This design comes from an exercise in tuning for small area, a short achievable clock period and few clock cycles per item on the open sky130 flow, not from production work.
Only simulation tests tie the RTL to the original design; equivalence was not proved.

== run a ==
==> flow/design.v (excerpt) <==
module dfr_top (
    input  logic                 clk,
    input  logic                 rst,
    input  logic                 wb_cyc,
    input  logic                 wb_stb,
    input  logic                 wb_we,
    input  logic [ADDR_W-1:0]    wb_adr,
    input  logic [WB_DATA_W-1:0] wb_dat_w,
    output logic [WB_DATA_W-1:0] wb_dat_r,
    output logic                 wb_ack
);
Size in the first run: ~1,700 flip-flops, roughly 78 I/O pins, roughly 0.10 mm² of cells after synthesis.
export LEC_CHECK = 0
export CAP_MARGIN = 20
export CORE_MARGIN = 2
export CORE_UTILIZATION = 40
export SLEW_MARGIN = 20
create_clock -name core_clock -period 12.5 [get_ports {clk}]
standard.sh (not shown) runs the stock make flow with config.mk's settings and CLKGATE_MAP_FILE= SYNTH_SCRIPT=/design/flow/synth_recipe.tcl, a recipe that flattens the netlist after the stock synthesis.
==> flow/flow/run.sh <==
#!/bin/bash
export SETUP_SLACK_MARGIN=8
bash standard.sh > standard.log 2>&1
Testbench counts of run a, summed over its fixed seeds: cycles 16,820, jobs 256.
Setup changes, run a to run b
-- flow/config.mk --
<<< run a, line 9
export CORE_MARGIN = 2
export CORE_UTILIZATION = 40
export SLEW_MARGIN = 20
>>> run b, line 9
export CORE_MARGIN = 2
export CORE_UTILIZATION = 50
export CTS_CLUSTER_DIAMETER = 100
export CTS_CLUSTER_SIZE = 20
export SLEW_MARGIN = 20
[summary]
The standard cells in run b occupy less silicon area than those in run a do.
Wire: run b routes less than run a
Critical path endpoint = u_res.g_lane[2].u_lane.b_q[0]$_DFF_P_: run a; critical path endpoint = u_regs.wb_dat_r[6]$_DFF_P_: run b
On sequential cell count, run b and run a are basically level.
On total stage count of the critical path: between run b and run a, it ends up lower for run a.
The core of run b is more densely filled than that of run a.

---

== exp/delta ==
Starting RTL as in the previous note.
clock: 12.5 ns
lec_check: 0
cap_margin: 20
core_margin: 2
core_utilization: 40
cts_cluster_diameter: 100
cts_cluster_size: 20
slew_margin: 20
==> flow/flow/run.sh <==
#!/bin/bash
export SETUP_SLACK_MARGIN=8.3
bash standard.sh > standard.log 2>&1
Testbench counts of exp/delta, summed over its fixed seeds: cycles 16,820, jobs 256.
## Diff of input files: exp/zinc against exp/delta
- CTS_CLUSTER_SIZE: 20 -> 25
==> flow/flow/run.sh <==
#!/bin/bash
export SETUP_SLACK_MARGIN=8
bash standard.sh > standard.log 2>&1
--- outcome ---
Met2 capacity usage during global routing (exp/zinc over exp/delta): decrease, 0.59 points
For the final worst setup slack, exp/zinc came in 0.12 ns lower than exp/delta did.
Clock skew was higher in exp/delta than in exp/zinc.
Compared with exp/delta, exp/zinc shows a count of clock-buffer cells in the layout that is about 22% lower.
On exp/zinc: total wire length after detailed routing is 1.3% lower than what exp/delta gave.
Here is what was changed in the inputs of exp/umber compared with exp/zinc.
- a change of CTS_CLUSTER_SIZE from 25 to 20
==> flow/flow/run.sh <==
#!/bin/bash
export SETUP_SLACK_MARGIN=9
bash standard.sh > standard.log 2>&1
Notes after the runs:
Having completed the whole flow, exp/umber delivered a layout that passed the timing, DRC and antenna checks.
exp/zinc has lower final instance area than exp/umber.
[diff] time the final worst path needs with I/O delays and setup, exp/umber relative to exp/zinc: improvement
The run showing the greater slew at the pin with the worst max-slew slack is exp/zinc.
From exp/zinc to exp/umber, fraction of registers with async set/reset did not move at all.
exp/umber packs its core tighter than exp/zinc.
Comparing exp/zinc and exp/umber, post-synthesis to final-layout area growth is higher on exp/umber.
Re worst relative slew slack: exp/zinc was lower than exp/umber.
For exp/garnet, these inputs were changed with respect to exp/umber:
- CTS_CLUSTER_SIZE changed from 20 to 25
==> flow/flow/run.sh <==
#!/bin/bash
export SETUP_SLACK_MARGIN=8.5
bash standard.sh > standard.log 2>&1
--- outcome ---
exp/garnet completed end to end with timing, DRC and antenna clean. Re clock-buffer cell count: exp/umber was higher than exp/garnet. Going from exp/umber to exp/garnet, last weighted congestion value of the routability-driven placer rose about 0.75%; logic depth of the worst register-to-register path fell 6. From exp/umber to exp/garnet the numbers moved as follows: post-route worst setup slack shrank by 0.0060 ns, stage delay of the slowest cell on the critical path went down 0.04 ns.

---

Starting RTL as in the previous note.
Settings: LEC_CHECK=0, CAP_MARGIN=20, CORE_MARGIN=2, CORE_UTILIZATION=40, CTS_CLUSTER_DIAMETER=100, CTS_CLUSTER_SIZE=20, SLEW_MARGIN=20; clock period 12.5 ns.
==> flow/flow/run.sh <==
#!/bin/bash
export SETUP_SLACK_MARGIN=8.2
bash standard.sh > standard.log 2>&1
Testbench counts at the start, summed over its fixed seeds: cycles 16,820, jobs 256.
Next try:
==> flow/flow/run.sh (replaced) <==
#!/bin/bash
export SETUP_SLACK_MARGIN=8
bash standard.sh > standard.log 2>&1
Cell count hardly moves.
Clock skew went down by 0.021 ns.
Non-clock buffer count went down by 41.
Core utilization went down by 0.39 points.
Setup slack degrades by 0.14 ns.
Die area does not change.
Synthesized area stays the same.
Maximum frequency went down by 3.0%.
Next try:
==> flow/flow/run.sh (replaced) <==
#!/bin/bash
export SETUP_SLACK_MARGIN=8.1
bash standard.sh > standard.log 2>&1
Result: Register-to-register slack improves by 0.13 ns. Via count came out higher by 0.48%. Wire length hardly moves. Fmax came out higher by about 2%.

-- afterwards: timing with drivers on the ports --
In the flow no input, the clock included, has a driving cell. The finished layouts below were timed again as built, in two steps. Step 1: set_driving_cell puts a clkbuf_16 on clk and a buf_2 on each other input, an assumption about the parent block. Step 2 times the ports against the registers' clock, not the clock port: input delays grow and output delays shrink by t, the midpoint of the rising clock arrivals with the driver on. Slacks: no drivers / after step 1 / after step 2; pairs: no drivers / after step 1.
| run | t, ns | setup WS [ns] | clock arrival spread, ns | worst register clock-pin slew, ns | pins driven straight from the clock port |
|---|---|---|---|---|---|
| run a | 0.934 | 7.967 / 7.951 / 7.066 | 0.091 / 0.091 | 0.07 / 0.07 | 1 |
| run b | 0.864 | 7.967 / 7.998 / 7.146 | 0.105 / 0.106 | 0.10 / 0.10 | 1 |
| exp/delta | 0.887 | 8.065 / 8.113 / 7.226 | 0.084 / 0.084 | 0.10 / 0.10 | 1 |
| exp/zinc | 0.883 | 7.941 / 7.935 / 7.089 | 0.073 / 0.073 | 0.11 / 0.11 | 1 |
| exp/umber | 0.904 | 8.127 / 8.182 / 7.278 | 0.113 / 0.113 | 0.10 / 0.10 | 1 |
| exp/garnet | 0.878 | 8.121 / 8.153 / 7.275 | 0.064 / 0.064 | 0.11 / 0.11 | 1 |
| the first run of note 3 | 0.882 | 8.127 / 8.150 / 7.268 | 0.103 / 0.102 | 0.09 / 0.09 | 1 |
| the second run of note 3 | 0.902 | 7.989 / 7.933 / 7.084 | 0.072 / 0.072 | 0.09 / 0.09 | 1 |
| the third run of note 3 | 0.906 | 8.075 / 8.021 / 7.242 | 0.110 / 0.111 | 0.09 / 0.09 | 1 |
After both steps setup and hold are still met in every run listed. The setup slack of the second run of note 3, which loses most, moves by -0.056 ns with the drivers and by -0.905 ns with both steps.
